Source: an optimization exercise on an open RTL-to-GDS flow (aim: small area and a short achievable clock period). Production flows keep margins and buffers that such runs may drop. At most, simulation tests tie the RTL to the original design; equivalence was not proved.

Setup of run a:
==> module cam_entry_array, before the edit <==
module cam_entry_array (
  input  logic         aclk,
  input  logic [3:0]   bank_we,
  input  logic [511:0] wr_data,
  input  logic [31:0]  key,
  output logic [63:0]  hit_lo,
  output logic [63:0]  hit_hi
);
  for (genvar i = 0; i < 64; i++) begin : g_entry
    logic [31:0] entry_q;
    always_ff @(posedge aclk) begin
      if (bank_we[i / 16]) begin
        entry_q <= wr_data[(i % 16) * 32 +: 32];
      end
    end
    assign hit_lo[i] = (entry_q[15:0]  == key[15:0]);
    assign hit_hi[i] = (entry_q[31:16] == key[31:16]);
  end
endmodule
==> module cam_match_encoder, before the edit <==
module cam_match_encoder (
  input  logic         aclk,
  input  logic         areset,
  input  logic         srch_beat,
  input  logic [63:0]  hit_lo,
  input  logic [63:0]  hit_hi,
  output logic [6:0]   idx,
  output logic         idx_vld
);
  logic        v0;    
  logic        v1;    
  logic [63:0] lo_q;
  logic [63:0] hi_q;
  logic [63:0] hit;
  logic [7:0]  g_any;
  logic [2:0]  g_loc [8];
  always_ff @(posedge aclk) begin
    if (areset) begin
      v0      <= 1'b0;
      v1      <= 1'b0;
      idx_vld <= 1'b0;
    end else begin
      v0      <= srch_beat;
      v1      <= v0;
      idx_vld <= v1;
    end
  end
  always_ff @(posedge aclk) begin
    lo_q <= hit_lo;
    hi_q <= hit_hi;
  end
  assign hit = lo_q & hi_q;
  for (genvar g = 0; g < 8; g++) begin : g_grp
    logic [2:0] loc;
    always_comb begin
      loc = '0;
      for (int j = 7; j >= 0; j--) begin
        if (hit[g * 8 + j]) loc = 3'(j);
      end
    end
    always_ff @(posedge aclk) begin
      g_any[g] <= |hit[g * 8 +: 8];
      g_loc[g] <= loc;
    end
  end
  logic [6:0] idx_d;
  always_comb begin
    idx_d = 7'h7f;
    for (int g = 7; g >= 0; g--) begin
      if (g_any[g]) idx_d = {1'b0, 3'(g), g_loc[g]};
    end
  end
  always_ff @(posedge aclk) begin
    idx <= idx_d;
  end
endmodule
==> module cam_search_top, before the edit <==
module cam_search_top #(
  parameter int CAM_SIZE = 64
) (
  input  logic         aclk,
  input  logic         areset,
  input  logic [31:0]  update_num,
  input  logic [2:0]   state,
  input  logic         s_tvalid,
  input  logic [511:0] s_tdata,
  output logic         m_tvalid,
  output logic [511:0] m_tdata,
  output logic         update_all_end
);
  logic [3:0]  bank_we;
  logic        srch_beat;
  logic        done_pulse;
  logic        echo_pulse;
  logic [63:0] hit_lo;
  logic [63:0] hit_hi;
  logic [6:0]  idx;
  logic        idx_vld;
  cam_control u_ctl (
    .aclk       (aclk),
    .areset     (areset),
    .state      (state),
    .update_num (update_num),
    .s_tvalid   (s_tvalid),
    .s_lo       (s_tdata[31:0]),
    .bank_we    (bank_we),
    .srch_beat  (srch_beat),
    .done_pulse (done_pulse),
    .echo_pulse (echo_pulse)
  );
  cam_entry_array u_arr (
    .aclk    (aclk),
    .bank_we (bank_we),
    .wr_data (s_tdata),
    .key     (s_tdata[31:0]),
    .hit_lo  (hit_lo),
    .hit_hi  (hit_hi)
  );
  cam_match_encoder u_enc (
    .aclk      (aclk),
    .areset    (areset),
    .srch_beat (srch_beat),
    .hit_lo    (hit_lo),
    .hit_hi    (hit_hi),
    .idx       (idx),
    .idx_vld   (idx_vld)
  );
  cam_result_stage u_res (
    .aclk           (aclk),
    .areset         (areset),
    .idx            (idx),
    .idx_vld        (idx_vld),
    .done_pulse     (done_pulse),
    .echo_pulse     (echo_pulse),
    .is_load        (state[0]),
    .s_hi           (s_tdata[511:32]),
    .m_tvalid       (m_tvalid),
    .m_tdata        (m_tdata),
    .update_all_end (update_all_end)
  );
endmodule
clock: 3.6 ns
lec_check: 0
cap_margin: 20
core_margin: 2
core_utilization: 70
setup_slack_margin: 1.5
slew_margin: 20
standard.sh (not shown) runs the stock make flow with config.mk's settings and CLKGATE_MAP_FILE= SYNTH_SCRIPT=/design/flow/synth_recipe.tcl, a recipe that flattens the netlist after the stock synthesis.
==> flow/flow/run.sh <==
#!/bin/bash
# The standard layout with three changes: inputs buffered with buf_1 and
# outputs with buf_4 (instead of the default delay cell), and larger clock
# sink clusters without dummy loads in the clock tree.
set -euo pipefail
W=$(pwd)
export PRE_GLOBAL_PLACE_TCL=$W/flow/pre_gp.tcl
export BUFFER_PORTS_ARGS="-outputs -buffer_cell sky130_fd_sc_hd__buf_4"
export CTS_ARGS="-sink_clustering_enable -repair_clock_nets -sink_clustering_size 25 -sink_clustering_max_diameter 100 -dont_use_dummy_load"
bash standard.sh > $W/standard.log 2>&1
==> flow/flow/pre_gp.tcl <==
# Runs before global placement's own port buffering: buffer the inputs with
# buf_1 here, after the usual removal of synthesis buffers, and make the
# script's later remove_buffers a no-op so these buffers stay. The script's
# own buffer_ports then buffers the outputs only (BUFFER_PORTS_ARGS).
if { $::env(GPL_TIMING_DRIVEN) } {
  remove_buffers
}
buffer_ports -inputs -buffer_cell sky130_fd_sc_hd__buf_1
rename remove_buffers my_flow_remove_buffers
proc remove_buffers {args} {}
Changes in run b relative to run a:
--- a/flow/design.v
+++ b/flow/design.v
@@ -54,8 +54,7 @@
   input  logic [3:0]   bank_we,
   input  logic [511:0] wr_data,
   input  logic [31:0]  key,
-  output logic [63:0]  hit_lo,
-  output logic [63:0]  hit_hi
+  output logic [63:0]  hit
 );
   for (genvar i = 0; i < 64; i++) begin : g_entry
     logic [31:0] entry_q;
@@ -64,8 +63,7 @@
         entry_q <= wr_data[(i % 16) * 32 +: 32];
       end
     end
-    assign hit_lo[i] = (entry_q[15:0]  == key[15:0]);
-    assign hit_hi[i] = (entry_q[31:16] == key[31:16]);
+    assign hit[i] = (entry_q == key);
   end
 endmodule
 `timescale 1ns/1ns
@@ -73,18 +71,14 @@
   input  logic         aclk,
   input  logic         areset,
   input  logic         srch_beat,
-  input  logic [63:0]  hit_lo,
-  input  logic [63:0]  hit_hi,
+  input  logic [63:0]  hit,
   output logic [6:0]   idx,
   output logic         idx_vld
 );
   logic        v0;    
   logic        v1;    
-  logic [63:0] lo_q;
-  logic [63:0] hi_q;
-  logic [63:0] hit;
-  logic [7:0]  g_any;
-  logic [2:0]  g_loc [8];
+  logic [63:0] hit_q;
+  logic [6:0]  idx1;
   always_ff @(posedge aclk) begin
     if (areset) begin
       v0      <= 1'b0;
@@ -97,32 +91,18 @@
     end
   end
   always_ff @(posedge aclk) begin
-    lo_q <= hit_lo;
-    hi_q <= hit_hi;
-  end
-  assign hit = lo_q & hi_q;
-  for (genvar g = 0; g < 8; g++) begin : g_grp
-    logic [2:0] loc;
-    always_comb begin
-      loc = '0;
-      for (int j = 7; j >= 0; j--) begin
-        if (hit[g * 8 + j]) loc = 3'(j);
-      end
-    end
-    always_ff @(posedge aclk) begin
-      g_any[g] <= |hit[g * 8 +: 8];
-      g_loc[g] <= loc;
-    end
+    hit_q <= hit;
   end
   logic [6:0] idx_d;
   always_comb begin
     idx_d = 7'h7f;
-    for (int g = 7; g >= 0; g--) begin
-      if (g_any[g]) idx_d = {1'b0, 3'(g), g_loc[g]};
-    end
-  end
-  always_ff @(posedge aclk) begin
-    idx <= idx_d;
+    for (int i = 63; i >= 0; i--) begin
+      if (hit_q[i]) idx_d = 7'(i);
+    end
+  end
+  always_ff @(posedge aclk) begin
+    idx1 <= idx_d;
+    idx  <= idx1;
   end
 endmodule
 `timescale 1ns/1ns
@@ -174,8 +154,7 @@
   logic        srch_beat;
   logic        done_pulse;
   logic        echo_pulse;
-  logic [63:0] hit_lo;
-  logic [63:0] hit_hi;
+  logic [63:0] hit;
   logic [6:0]  idx;
   logic        idx_vld;
   cam_control u_ctl (
@@ -195,15 +174,13 @@
     .bank_we (bank_we),
     .wr_data (s_tdata),
     .key     (s_tdata[31:0]),
-    .hit_lo  (hit_lo),
-    .hit_hi  (hit_hi)
+    .hit     (hit)
   );
   cam_match_encoder u_enc (
     .aclk      (aclk),
     .areset    (areset),
     .srch_beat (srch_beat),
-    .hit_lo    (hit_lo),
-    .hit_hi    (hit_hi),
+    .hit       (hit),
     .idx       (idx),
     .idx_vld   (idx_vld)
   );
[summary]
Sort run a and run b by netlist area before placement asc -> top: run b
When the final numbers for run a and run b were put side by side, the largest fanout on the critical path turned out to be smaller in run b.
Going from run a to run b, the die area was shrunk.
Vias: run b fewer than run a
Register cell area after layout was higher in the run labelled run a.
Run b against run a: sequential share of layout area dropped 0.21 points; largest net degree at the start of global routing saw a decrease.
Compare run a and run b | pre-CTS worst setup slack lower: run a
Compared with run a, run b shows wire length on met2 that has gone down slightly.
| design area | higher: run a |
Run b against run a: setup slack of the critical path after layout has increased, number of standard cells in the layout, taps in and fillers out has decreased.
For run a, only the layout was checked, not whether the RTL still works.

## what the ideal ports hide
In the flow no input, the clock included, has a driving cell. The finished layouts below were timed again as built, in two steps.
Step 1, drivers: a clkbuf_16 drives aclk and a buf_2 each remaining input, both assumed.
Step 2, shift: input delay + t, output delay - t, t = (earliest + latest rising clock arrival at the registers) / 2. This alone moves slack from input paths to output paths.
a / b / c = ideal ports / drivers / drivers and shift; a / b = the first two.
run | t, ns | slack for setup (ns) | worst setup path at the end | worst data-port slew with drivers (ns)
run a | 0.857 | 1.467 / 1.420 / 0.678 | input to register | 0.20
run b | 0.845 | 1.480 / 1.440 / 0.641 | input to register | 0.23
After both steps setup and hold are still met in every run listed. The setup slack of run b, which loses most, moves by -0.040 ns with the drivers and by -0.839 ns with both steps.
